What follows belongs to an exercise in optimizing a design on an open flow for small area, a short achievable clock period and few clock cycles; a production flow would make more cautious choices. In this exercise RTL edits were held to simulation tests only and were not proved equivalent to the original. No activity file was given, so power comes from the tool's default toggle rates.

Setup of red:
## hdlc_rx_deframer
module hdlc_rx_deframer (
   input  logic                                 clock,
   input  logic                                 reset,
   input  logic                                 in_valid,
   output logic                                 in_ready,
   input  logic [7:0]                           in_byte,
   output logic                                 rsp_valid,
   input  logic                                 rsp_ready,
   output logic                                 rsp_kind,
   output logic [7:0]                           rsp_data_byte,
   output logic [2:0]                           rsp_frame_status,
   output logic [12:0]                          rsp_frame_length,
   output logic [31:0]                          rsp_good_frames,
   output logic [31:0]                          rsp_error_frames,
   output logic                                 rsp_last_of_input,
   input  logic                                 csr_we,
   input  logic [hdlcrx_pkg::CSR_IDX_W-1:0]     csr_index,
   input  logic [hdlcrx_pkg::LEN_W-1:0]         csr_wdata
);
For scale: about 1100 cells after synthesis, about 150 flip-flops, ~120 I/O pins.
export LEC_CHECK = 0
export CAP_MARGIN = 20
export CORE_MARGIN = 2
export CORE_UTILIZATION = 40
export SLEW_MARGIN = 20
export SYNTH_HIERARCHICAL = 1
create_clock -name core_clock -period 23.0 [get_ports {clock}]
standard.sh (not shown) runs the stock make flow with config.mk's settings and CLKGATE_MAP_FILE= SYNTH_SCRIPT=/design/flow/synth_recipe.tcl, a recipe that flattens the netlist after the stock synthesis.
==> flow/flow/run.sh <==
#!/bin/bash
# The standard layout with small port buffers (buf_2) and timing repair aiming for
# extra setup slack (the design is signed off at the design's period as usual); the
# tools' output is kept in standard.log
bash standard.sh SETUP_SLACK_MARGIN=17.3 "BUFFER_PORTS_ARGS=-buffer_cell sky130_fd_sc_hd__buf_2" finish > standard.log 2>&1
Testbench counts of red, summed over its fixed seeds: cycles 24,333.
> inputs changed (red -> blue)
--- a/flow/design.v
+++ b/flow/design.v
@@ -9,50 +9,22 @@
    localparam logic [2:0] ST_CRC_ERR  = 3'd1;
    localparam logic [2:0] ST_SHORT    = 3'd2;
    localparam logic [2:0] ST_OVERFLOW = 3'd3;
    localparam logic [2:0] ST_ABORT    = 3'd4;
    function automatic logic [15:0] fcs_update(input logic [15:0] fcs, input logic [7:0] b);
       logic [7:0] x;
       x = b ^ fcs[7:0];
       x = x ^ {x[3:0], 4'd0};
       fcs_update = {8'd0, fcs[15:8]} ^ {x, 8'd0} ^ {5'd0, x, 3'd0} ^ {12'd0, x[7:4]};
    endfunction
 endpackage
-module hdlcrx_walk_step (
-   input  logic [12:0] limw,      
-   input  logic        frame,     
-   input  logic [12:0] fbytes,
-   output logic        at_lim,    
-   output logic [12:0] fb_next    
-);
-   logic [12:0] lim, cnt, x;
-   logic        lim_small, ge, c;
-   always_comb begin
-      lim_small = !(|limw[12:2]);
-      lim[12] = limw[12];
-      lim[11:2] = limw[12] ? 10'd0 : limw[11:2];
-      lim[1:0] = limw[12] ? 2'd0 : (lim_small ? 2'd3 : limw[1:0]);
-      cnt = frame ? fbytes : 13'd0;
-      ge = 1'b1;
-      for (int i = 0; i < 13; i++) begin
-         ge = (cnt[i] && !lim[i]) || ((cnt[i] || !lim[i]) && ge);
-      end
-      at_lim = ge;
-      x = ge ? lim : cnt;
-      c = 1'b1;
-      for (int i = 0; i < 13; i++) begin
-         fb_next[i] = x[i] ^ c;
-         c = c && x[i];
-      end
-   end
-endmodule
 module hdlcrx_bit_walker (
    input  logic [7:0] raw,
    input  logic       seven,
    input  logic       hunt_i,
    input  logic       frame_i,
    input  logic [2:0] ones_i,
    input  logic [2:0] pos_i,
    input  logic [6:0] shift_i,
    input  logic       at_lim,
    output logic       hunt_o,
    output logic       frame_o,
@@ -206,22 +178,23 @@
    output logic [2:0]                           rsp_frame_status,
    output logic [12:0]                          rsp_frame_length,
    output logic [31:0]                          rsp_good_frames,
    output logic [31:0]                          rsp_error_frames,
    output logic                                 rsp_last_of_input,
    input  logic                                 csr_we,
    input  logic [hdlcrx_pkg::CSR_IDX_W-1:0]     csr_index,
    input  logic [hdlcrx_pkg::LEN_W-1:0]         csr_wdata
 );
    logic        seven_ff;
    logic [12:0] limw_ff;    
+   logic [12:0] lim;
    logic        r0_v, r1_v;
    logic        rdy_ff;      
    logic [7:0]  r0, r1;
    logic        acc;
    logic        hunt_ff, frame_ff;
    logic [2:0]  ones_ff;
    logic [2:0]  pos_ff;
    logic [6:0]  shift_ff;
    logic [12:0] fbytes_ff;
    logic        done_ff;
    logic        o_v, o_kind, o_last;
@@ -236,35 +209,43 @@
    logic [12:0] w_fb;
    logic        w_cmp, w_ovf, w_end_v, w_abort, w_cmp_at_end;
    logic        w_byte_v, w_any_end, w_short, w_chk;
    logic [2:0]  w_end_st;
    logic [12:0] fb_eff;
    logic        at_lim;
    logic        fcs_ok;
    logic        o_free, emit_byte, emit_end, end_good;
    logic [5:0]  want, en;
    logic        en_step, en_go, en_fb, en_fcs, en_good, en_err;
    logic [31:0] good_cy, err_cy;
+   always_comb begin
+      if (limw_ff < 13'd3) begin
+         lim = 13'd3;
+      end else if (limw_ff > 13'd4096) begin
+         lim = 13'd4096;
+      end else begin
+         lim = limw_ff;
+      end
+   end
    assign fb_eff = frame_ff ? fbytes_ff : 13'd0;
-   hdlcrx_walk_step u_lim (
-      .limw (limw_ff), .frame (frame_ff), .fbytes (fbytes_ff), .at_lim (at_lim), .fb_next (w_fb)
-   );
+   assign at_lim = fb_eff >= lim;
    hdlcrx_bit_walker u_walk (
       .raw (r0), .seven (seven_ff), .hunt_i (hunt_ff), .frame_i (frame_ff),
       .ones_i (ones_ff), .pos_i (pos_ff), .shift_i (shift_ff), .at_lim (at_lim),
       .hunt_o (w_hunt), .frame_o (w_frame), .ones_o (w_ones), .pos_o (w_pos),
       .shift_o (w_shift), .bval (w_bval), .cmp (w_cmp), .ovf (w_ovf), .end_v (w_end_v),
       .abort (w_abort), .cmp_at_end (w_cmp_at_end)
    );
    assign w_byte_v  = w_cmp && !w_ovf;
    assign w_any_end = w_end_v || w_ovf;
+   assign w_fb      = (at_lim ? lim : fb_eff) + 13'd1;
    assign w_short   = w_cmp_at_end ? (fb_eff < 13'd2) : (fbytes_ff < 13'd3);
    assign w_chk     = w_end_v && !w_abort && !w_short;
    always_comb begin
       if (w_ovf) begin
          w_end_st = hdlcrx_pkg::ST_OVERFLOW;
       end else if (w_abort) begin
          w_end_st = hdlcrx_pkg::ST_ABORT;
       end else begin
          w_end_st = hdlcrx_pkg::ST_SHORT;
       end
    end
--- outcome ---
- blue: PASS, flow complete, no timing, DRC or antenna violations
- Summary: aggregate routed wire length, blue worse than red
- Share of cells above drive strength 1: lower on red
- Final cell area: blue above red
- Status: global-route usage parity (red, blue)
- Comparing blue and red, sequential share of layout area is lower on blue.
- Relative to red, number of multi-input combinational cells has increased by 60 in blue.
- blue ends up with a area enclosed by the die boundary that is 3.9% higher than in red.
- On blue: combinational cell fraction of total power is 2.1 points higher than what red gave.
- Diff red -> blue: flop-to-flop setup slack decreased 0.15 ns; fmax stayed essentially flat.
Testbench counts of blue, summed over its fixed seeds: cycles 24,333.

==> static timing again, ports no longer ideal <==
In the flow no input, the clock included, has a driving cell. The finished layouts below were timed again as built, in two steps. Step 1 (the two cells are an assumption about what drives the block):
set clk [get_ports {clock}]
set_driving_cell -lib_cell sky130_fd_sc_hd__clkbuf_16 $clk
set_driving_cell -lib_cell sky130_fd_sc_hd__buf_2 [delete_from_list [all_inputs] $clk]
Step 2 moves the port delays by t, midway between the first and last clock arrival at a register: inputs arrive t later, outputs are due t later. That takes back most of the time a late clock gives input paths. Slacks: no drivers / after step 1 / after step 2; pairs: no drivers / after step 1.
run	shift t [ns]	slack for setup (ns)	worst setup path at the end	worst register clock-pin slew, ns
red	0.463	17.338 / 17.290 / 17.048	input to register	0.08 / 0.08
blue	0.469	17.326 / 17.279 / 17.027	input to register	0.07 / 0.07
After both steps setup and hold are still met in every run listed. The setup slack of blue, which loses most, moves by -0.047 ns with the drivers and by -0.299 ns with both steps.
